This design comes from an exercise in tuning for a short achievable clock period and few clock cycles per item on the open sky130 flow, not from production work.
At most, simulation tests tie the RTL to the original design; equivalence was not proved.
No driver is modelled on the clock port, so clock power and skew are understated where the tree is cut down; a real chip needs a root buffer or a tree.
No activity file was given, so power comes from the tool's default toggle rates.

Design conv_requant_packer, start of the top module:
module conv_requant_packer #(
  parameter int DATA_WIDTH = 8,
  parameter int ACC_WIDTH  = 32,
  parameter int BUS_WIDTH  = 128,
  parameter int ADDR_WIDTH = 18
) (
  input  logic                  clk,
  input  logic                  rst,
  input  logic                  start,
  input  logic [ADDR_WIDTH-1:0] cfg_base_addr,
  input  logic [15:0]           cfg_scale,
  input  logic [4:0]            cfg_shift,
  input  logic [1:0]            cfg_act_mode,
  input  logic [DATA_WIDTH-1:0] cfg_clip_max,
  output logic                  busy,
  output logic                  done,
  input  logic                  in_valid,
  output logic                  in_ready,
  input  logic [ACC_WIDTH-1:0]  in_acc,
  input  logic [ACC_WIDTH-1:0]  in_bias,
  input  logic                  in_last,
  output logic                  out_valid,
  input  logic                  out_ready,
  output logic [ADDR_WIDTH-1:0] out_addr,
  output logic [BUS_WIDTH-1:0]  out_data,
  output logic                  out_last,
  output logic [15:0]           sat_count
);
  localparam int PW = 48;                        
  localparam int NB = 9;                         
  function automatic logic [2*PW-1:0] csa(input logic [PW-1:0] a, input logic [PW-1:0] b,
                                          input logic [PW-1:0] c);
    logic [PW-1:0] s, cy;
    s   = a ^ b ^ c;
    cy  = ((a & b) | (a & c) | (b & c)) << 1;
    csa = {cy, s};
  endfunction
  function automatic logic [PW:0] ksadd(input logic [PW-1:0] a, input logic [PW-1:0] b,
                                        input logic cin);
    logic [PW-1:0] g, p, gg, pp, gn, pn;
  ...
For scale: about 6000 cells after synthesis, roughly 1300 flip-flops, ~59000 um2 of cells after synthesis.
clock: 7.5 ns
lec_check: 0
abc_clock_period_in_ps: 1000
cap_margin: 40
core_margin: 2
core_utilization: 45
setup_slack_margin: 5
slew_margin: 60
tns_end_percent: 20
standard.sh (not shown) runs the stock make flow with config.mk's settings and CLKGATE_MAP_FILE= SYNTH_SCRIPT=/design/flow/synth_recipe.tcl, a recipe that flattens the netlist after the stock synthesis.
==> flow/flow/run.sh <==
#!/bin/bash
# Own flow: the standard layout (standard synthesis unchanged), with the
# clock tree step replaced by the shallow tree of flow/manual_cts.tcl.
set -euo pipefail
export PRE_CTS_TCL="$(pwd)/flow/manual_cts.tcl"
bash standard.sh > standard_flow.log 2>&1
Other scripts of this flow, unchanged in this note and not shown: flow/flow/manual_cts.tcl
Edit:
--- a/flow/config.mk
+++ b/flow/config.mk
@@ -8,3 +8,3 @@
 export ABC_CLOCK_PERIOD_IN_PS = 1000
-export CAP_MARGIN = 40
+export CAP_MARGIN = 20
 export CORE_MARGIN = 2
@@ -12,3 +12,3 @@
 export SETUP_SLACK_MARGIN = 5
-export SLEW_MARGIN = 60
+export SLEW_MARGIN = 20
 export TNS_END_PERCENT = 20
What happened:
- routed wire length hardly moves
- worst hold slack is worse by 3.3 ps
- die area stays the same
- final area is lower by 1.6%
- sequential cell count stays the same
- total power is lower by 0.64%
- core utilization fell by 0.82 points
- cell count falls by 0.59%
- setup slack loses 100 ps
- area after synthesis stays the same
No functional check of the RTL was part of any run of this note. No run of this note takes its clock network from TritonCTS; it comes from the design's own scripts or RTL.

sierra:
conv_requant_packer, a different RTL version from the one above (not shown whole).
Size: about 6200 cells after synthesis.
Settings: LEC_CHECK=0, ABC_CLOCK_PERIOD_IN_PS=1000, CAP_MARGIN=40, CORE_MARGIN=2, CORE_UTILIZATION=45, SETUP_SLACK_MARGIN=5, SLEW_MARGIN=60, TNS_END_PERCENT=20; clock period 7.5 ns.
Scripts as last shown in full above: flow/flow/run.sh
Other scripts of this flow, unchanged in this note and not shown: flow/flow/manual_cts.tcl
Testbench counts of sierra, summed over its fixed seeds: cycles 9,727, items 9,247.
#### Input delta (garnet over sierra)
- a change of CAP_MARGIN from 40 to 50
- a change of SLEW_MARGIN from 60 to 75
--- outcome ---
- garnet has completed all stages; timing, DRC and antenna checks passed.
- Comparing garnet and sierra, the higher setup slack of the critical path after layout was measured on sierra.
- Diff sierra -> garnet: worst hold-check slack now sits lower, clock power saw little to no change.
- Compared with sierra, maximum vdd ir drop in garnet decreased by a few percent.
- Delta (garnet minus sierra): setup slack after placement grew by 0.26 ns, internal power has increased.
- garnet against sierra: final wirelength rose by 800 um, area of the multi-input gates +1.4%, area taken by flip-flops and latches went up 220 um2, power now sits higher.
- Of garnet and sierra, sierra shows the higher sequential portion of the cell area, with garnet below it.
Inputs modified between garnet and zinc:
- swapping 75 for 60 in SLEW_MARGIN
- swapping 50 for 40 in CAP_MARGIN
- swapping 45 for 50 in CORE_UTILIZATION
--- outcome ---
Cell area | zinc vs garnet | zinc smaller. Per the comparison of zinc with garnet, via count moved down, sequential share of cell area now sits higher, fraction of final layout cells sized beyond drive strength 1 has decreased. Changes observed in zinc relative to garnet: total power saw a decrease; number of instances resized during post-cts repair went up 10. zinc: total cell area at the placement stage is about 2.6% lower than what garnet reported. Wire length: zinc vs garnet up 1100 um. zinc reports its timing endpoint of the critical path as w5[10] while garnet reports pack_q[32]. The final reports for zinc and garnet show final worst-path cycle share higher in the former. zinc and garnet ended up with roughly the same final clock skew. Compared with garnet, zinc shows a lower largest fanout on the critical path.
In every run of this note, the design's own scripts or RTL, not TritonCTS, make the clock network.

conv_requant_packer, a different RTL version from the one above (not shown whole).
Size in the first run: roughly 6100 cells after synthesis, roughly 1200 flip-flops, ~290 I/O pins, roughly 58000 um^2 of cells after synthesis.
Settings: LEC_CHECK=0, ABC_CLOCK_PERIOD_IN_PS=1000, CAP_MARGIN=20, CORE_MARGIN=2, CORE_UTILIZATION=45, SETUP_SLACK_MARGIN=5, SLEW_MARGIN=20, TNS_END_PERCENT=5; clock period 7.5 ns.
Scripts as last shown in full above: flow/flow/run.sh
Other scripts of this flow, unchanged in this note and not shown: flow/flow/manual_cts.tcl
The baseline completed without violations.
==> next run, changes <==
TNS_END_PERCENT = not set   (was 5)
After rerunning: The new run went through all stages and came out clean; global-route usage is higher by 0.41 points; area after synthesis does not change; routed wire length goes up by 5.3%; synthesized cell count does not change; worst setup slack improves by 29 ps; core utilization is higher by 1.9 points; combinational power came out higher by 4.5%; worst hold slack gets better by 34 ps; final area increases by 3.9%; final cell count came out higher by 0.99%; maximum frequency came out higher by 0.96%.
No run of this note included a check of the RTL's function; only the layout flow was run. No run of this note takes its clock network from TritonCTS; it comes from the design's own scripts or RTL.

[static timing again, ports no longer ideal]
Ports are ideal in the flow. The routed layouts listed here were re-timed in OpenROAD.
Step 1, drivers: a clkbuf_16 drives clk and a buf_2 each remaining input, both assumed.
Step 2 times the ports against the registers' clock, not the clock port: input delays grow and output delays shrink by t, the midpoint of the rising clock arrivals with the driver on.
Slacks: ideal / step 1 / step 2; pairs: ideal / step 1.
run	t, ns	setup WS [ns]	latest minus earliest clock arrival (ns)	slew at the worst register clock pin (ns)	worst data-port slew with drivers (ns)
the first run of note 1	0.553	4.948 / 4.921 / 4.405	0.075 / 0.075	0.12 / 0.12	0.08
the second run of note 1	0.550	4.846 / 4.865 / 4.315	0.077 / 0.078	0.12 / 0.12	0.07
sierra	0.555	4.955 / 4.911 / 4.429	0.083 / 0.084	0.12 / 0.12	0.06
garnet	0.569	4.941 / 4.895 / 4.394	0.095 / 0.095	0.12 / 0.12	0.07
zinc	0.556	4.897 / 4.896 / 4.392	0.097 / 0.097	0.12 / 0.12	0.13
the first run of note 3	0.553	4.418 / 4.435 / 3.882	0.099 / 0.099	0.12 / 0.12	0.15
the second run of note 3	0.556	4.447 / 4.462 / 3.906	0.090 / 0.089	0.12 / 0.12	0.07
After both steps every run listed still meets setup and hold. For garnet, which loses most, drivers alone change the setup slack by -0.046 ns; drivers and shift together by -0.547 ns.
